This is an optimization exercise on Yosys and OpenROAD, whose aim is small area, a short achievable clock period and few clock cycles per item, not a production implementation.
In this exercise RTL edits were held to simulation tests only and were not proved equivalent to the original.
Power figures rest on the tool's default switching activity, not on a simulated workload.

## north
==> flow/design.v (excerpt) <==
module fixed_chunk_free_list
#(
   parameter int MAX_CHUNKS = 256
)(
   input  logic                  clock,
   input  logic                  reset,
   input  logic                  req_valid,
   output logic                  req_ready,
   input  logic [1:0]            req_kind,
   input  logic [OFFSET_W-1:0]   req_byte_offset,
   output logic                  rsp_valid,
   input  logic                  rsp_ready,
   output logic [1:0]            rsp_status,
   output logic [OFFSET_W-1:0]   rsp_chunk_offset,
   input  logic                  csr_psel,
   input  logic                  csr_penable,
   input  logic                  csr_pwrite,
   input  logic [CSR_ADDR_W-1:0] csr_paddr,
   input  logic [CSR_DATA_W-1:0] csr_pwdata,
   output logic [CSR_DATA_W-1:0] csr_prdata,
   output logic                  csr_pready
);
Size: roughly 5000 cells after synthesis, about 2200 flip-flops, roughly 130 I/O pins, about 90000 um2 of cells after synthesis.
clock: 6.0 ns
lec_check: 0
cap_margin: 20
core_margin: 2
core_utilization: 70
cts_cluster_diameter: 100
cts_cluster_size: 25
setup_slack_margin: 3.0
slew_margin: 20
tns_end_percent: 5
run.sh (not shown) runs the stock make flow with config.mk's settings and CLKGATE_MAP_FILE= SYNTH_SCRIPT=/design/flow/synth_recipe.tcl, a recipe that flattens the netlist after the stock synthesis.
Testbench counts of north, summed over its fixed seeds: cycles 9,640, items 9,624.
diff inputs: north => south
Settings: a change of CTS_CLUSTER_DIAMETER from 100 to 60; a change of SETUP_SLACK_MARGIN from 3.0 to 2.7; a change of CTS_CLUSTER_SIZE from 25 to 30.
[summary]
- Synthesized cell count: north vs south identical
- [south] routed wire length fell 1.3% relative to north
- south ended with more total power than north.
- Design area: south vs north up 0.67%
### south -> east
Settings: TNS_END_PERCENT removed (was 5); SETUP_SLACK_MARGIN changed from 2.7 to 3.0; CORE_UTILIZATION changed from 70 to 60.
Results
Summary — critical path depth, east relative to south: higher, by 6.
Looking at the reports, east completed the entire flow and the layout it produced met the timing, design-rule and antenna checks.
Delta (east minus south): internal power saw an increase, wire length of the first global-routing pass now larger.
Count of inserted tapcells | east above south
Going from south to east, xor and xnor fraction of the mapped netlist area shows no meaningful change, area of the core region climbed about 17%, switching share of power shows an increase of 0.95 points.
For met1 wire length, dividing the value from east by the value from south gives 1.16.
Summary of east over south: worst setup skew after layout level; global router's overall resource usage moved down.
The inputs of west differ from those of east as listed below.
Settings: TNS_END_PERCENT newly set to 5; CORE_UTILIZATION changed from 60 to 70; CTS_CLUSTER_DIAMETER changed from 60 to 100.
### Flow results
Diff east..west | number of cells on the critical path | unchanged
Reg-to-reg setup timing slack: west vs east, no meaningful difference
Row global-route total usage across every layer: west higher / east lower
Compared with east, west shows delay of the slowest cell on the worst path higher by 90 ps.
The lower wire length reported by the detailed router came out of west.
Non-clock buffer instance count of the final layout, east and west: higher on east
Post-synthesis to final-layout area growth in west is 4.6 points lower than in east
Re part of the power in the clock network: west is 9.0 points down on east.
Diff east -> west: clock group total power now smaller; area used by multi-input combinational logic shows no meaningful change.

========
Starting RTL as in the previous note.
Settings: LEC_CHECK=0, CAP_MARGIN=20, CORE_MARGIN=2, CORE_UTILIZATION=70, CTS_CLUSTER_DIAMETER=80, CTS_CLUSTER_SIZE=30, SETUP_SLACK_MARGIN=3.0, SLEW_MARGIN=20, TNS_END_PERCENT=5; clock period 6.0 ns.
The starting point passed the timing, design-rule and antenna checks.
Testbench counts at the start, summed over its fixed seeds: cycles 9,640, items 9,624.
Edit:
CTS_CLUSTER_DIAMETER = 100   (was 80)
CTS_CLUSTER_SIZE = 28   (was 30)
After rerunning: Global-route usage came out lower by 0.38 points. Die area is unchanged. Total power came out lower by 1.2%. Non-clock buffer count came out higher by 8. Wire length came out lower by 0.44%. Area after synthesis stays the same.
Edit:
CTS_CLUSTER_DIAMETER = 60   (was 100)
CTS_CLUSTER_SIZE = 30   (was 28)
After rerunning:
- cell area rises by 1.7%
- die area stays the same
- core utilization goes up by 1.3 points
- clock skew falls by 0.0076 ns
- routed wire length increases by about 1%
- power is higher by 10%
- worst setup slack is better by 0.11 ns
- global-route usage rose by 0.33 points
- worst hold slack is about the same
- area after synthesis is unchanged
Edit:
CORE_UTILIZATION = 60   (was 70)
After rerunning: Setup slack improves by 0.081 ns. Routed wire length climbs by 0.90%. Worst hold slack degrades by 0.0042 ns.

========
Setup of lane 1:
Starting RTL as in the previous note.
clock: 6.0 ns
lec_check: 0
cap_margin: 20
core_margin: 2
core_utilization: 70
cts_cluster_diameter: 60
cts_cluster_size: 30
setup_slack_margin: 3.0
slew_margin: 20
Testbench counts of lane 1, summed over its fixed seeds: cycles 9,640, items 9,624.
> inputs changed (lane 1 -> lane 2)
- swapping 60 for 100 in CTS_CLUSTER_DIAMETER
==> run notes <==
- The final layouts of lane 1 and lane 2 pass the timing, design-rule and antenna checks.
- Lane 1 → lane 2: cell leakage power now sits lower, number of global-route vias before repair now sits lower, internal power component now sits lower, wire length of the first global-routing pass now sits lower.
- sky130_fd_sc_hd__o211ai_1 as the standard cell with the maximum stage delay on the critical path was reported by lane 1, and sky130_fd_sc_hd__or4_4 by lane 2.

[static timing again, ports no longer ideal]
How much do the figures lean on ideal ports? The routed layouts below were timed once more, with nothing changed but the port constraints.
Step 1 sets driving cells, clkbuf_16 on the clock port and buf_2 on the other inputs (assumed; they add their load-dependent delay and slew).
Step 2 also shifts input and output timing later by t, the mid clock arrival at the registers, as if the neighbouring blocks saw the same clock.
Slacks: no drivers / after step 1 / after step 2; pairs: no drivers / after step 1.
run | shift t [ns] | setup WS [ns] | worst hold slack (ns) | worst setup path after step 2 | pins driven straight from the clock port
north | 0.823 | 2.473 / 2.473 / 2.007 | 0.462 / 0.462 / 0.462 | input to register | 1
south | 0.871 | 2.451 / 2.431 / 1.657 | 0.462 / 0.462 / 0.462 | input to register | 1
east | 0.883 | 2.602 / 2.602 / 2.194 | 0.459 / 0.459 / 0.459 | input to register | 1
west | 0.828 | 2.599 / 2.599 / 2.220 | 0.464 / 0.464 / 0.464 | input to register | 1
the first run of note 2 | 0.821 | 2.565 / 2.565 / 2.026 | 0.465 / 0.465 / 0.465 | input to register | 1
the second run of note 2 | 0.812 | 2.465 / 2.465 / 1.996 | 0.463 / 0.463 / 0.463 | input to register | 1
the third run of note 2 | 0.881 | 2.579 / 2.579 / 1.780 | 0.463 / 0.463 / 0.463 | input to register | 1
the fourth run of note 2 | 0.875 | 2.660 / 2.660 / 2.097 | 0.459 / 0.459 / 0.459 | input to register | 1
lane 1 | 0.893 | 2.629 / 2.629 / 2.072 | 0.461 / 0.461 / 0.461 | input to register | 1
lane 2 | 0.812 | 2.558 / 2.558 / 2.156 | 0.465 / 0.465 / 0.465 | input to register | 1
After both steps every run listed still meets setup and hold. For the third run of note 2, which loses most, drivers alone change the setup slack by 0.000 ns; drivers and shift together by -0.799 ns.
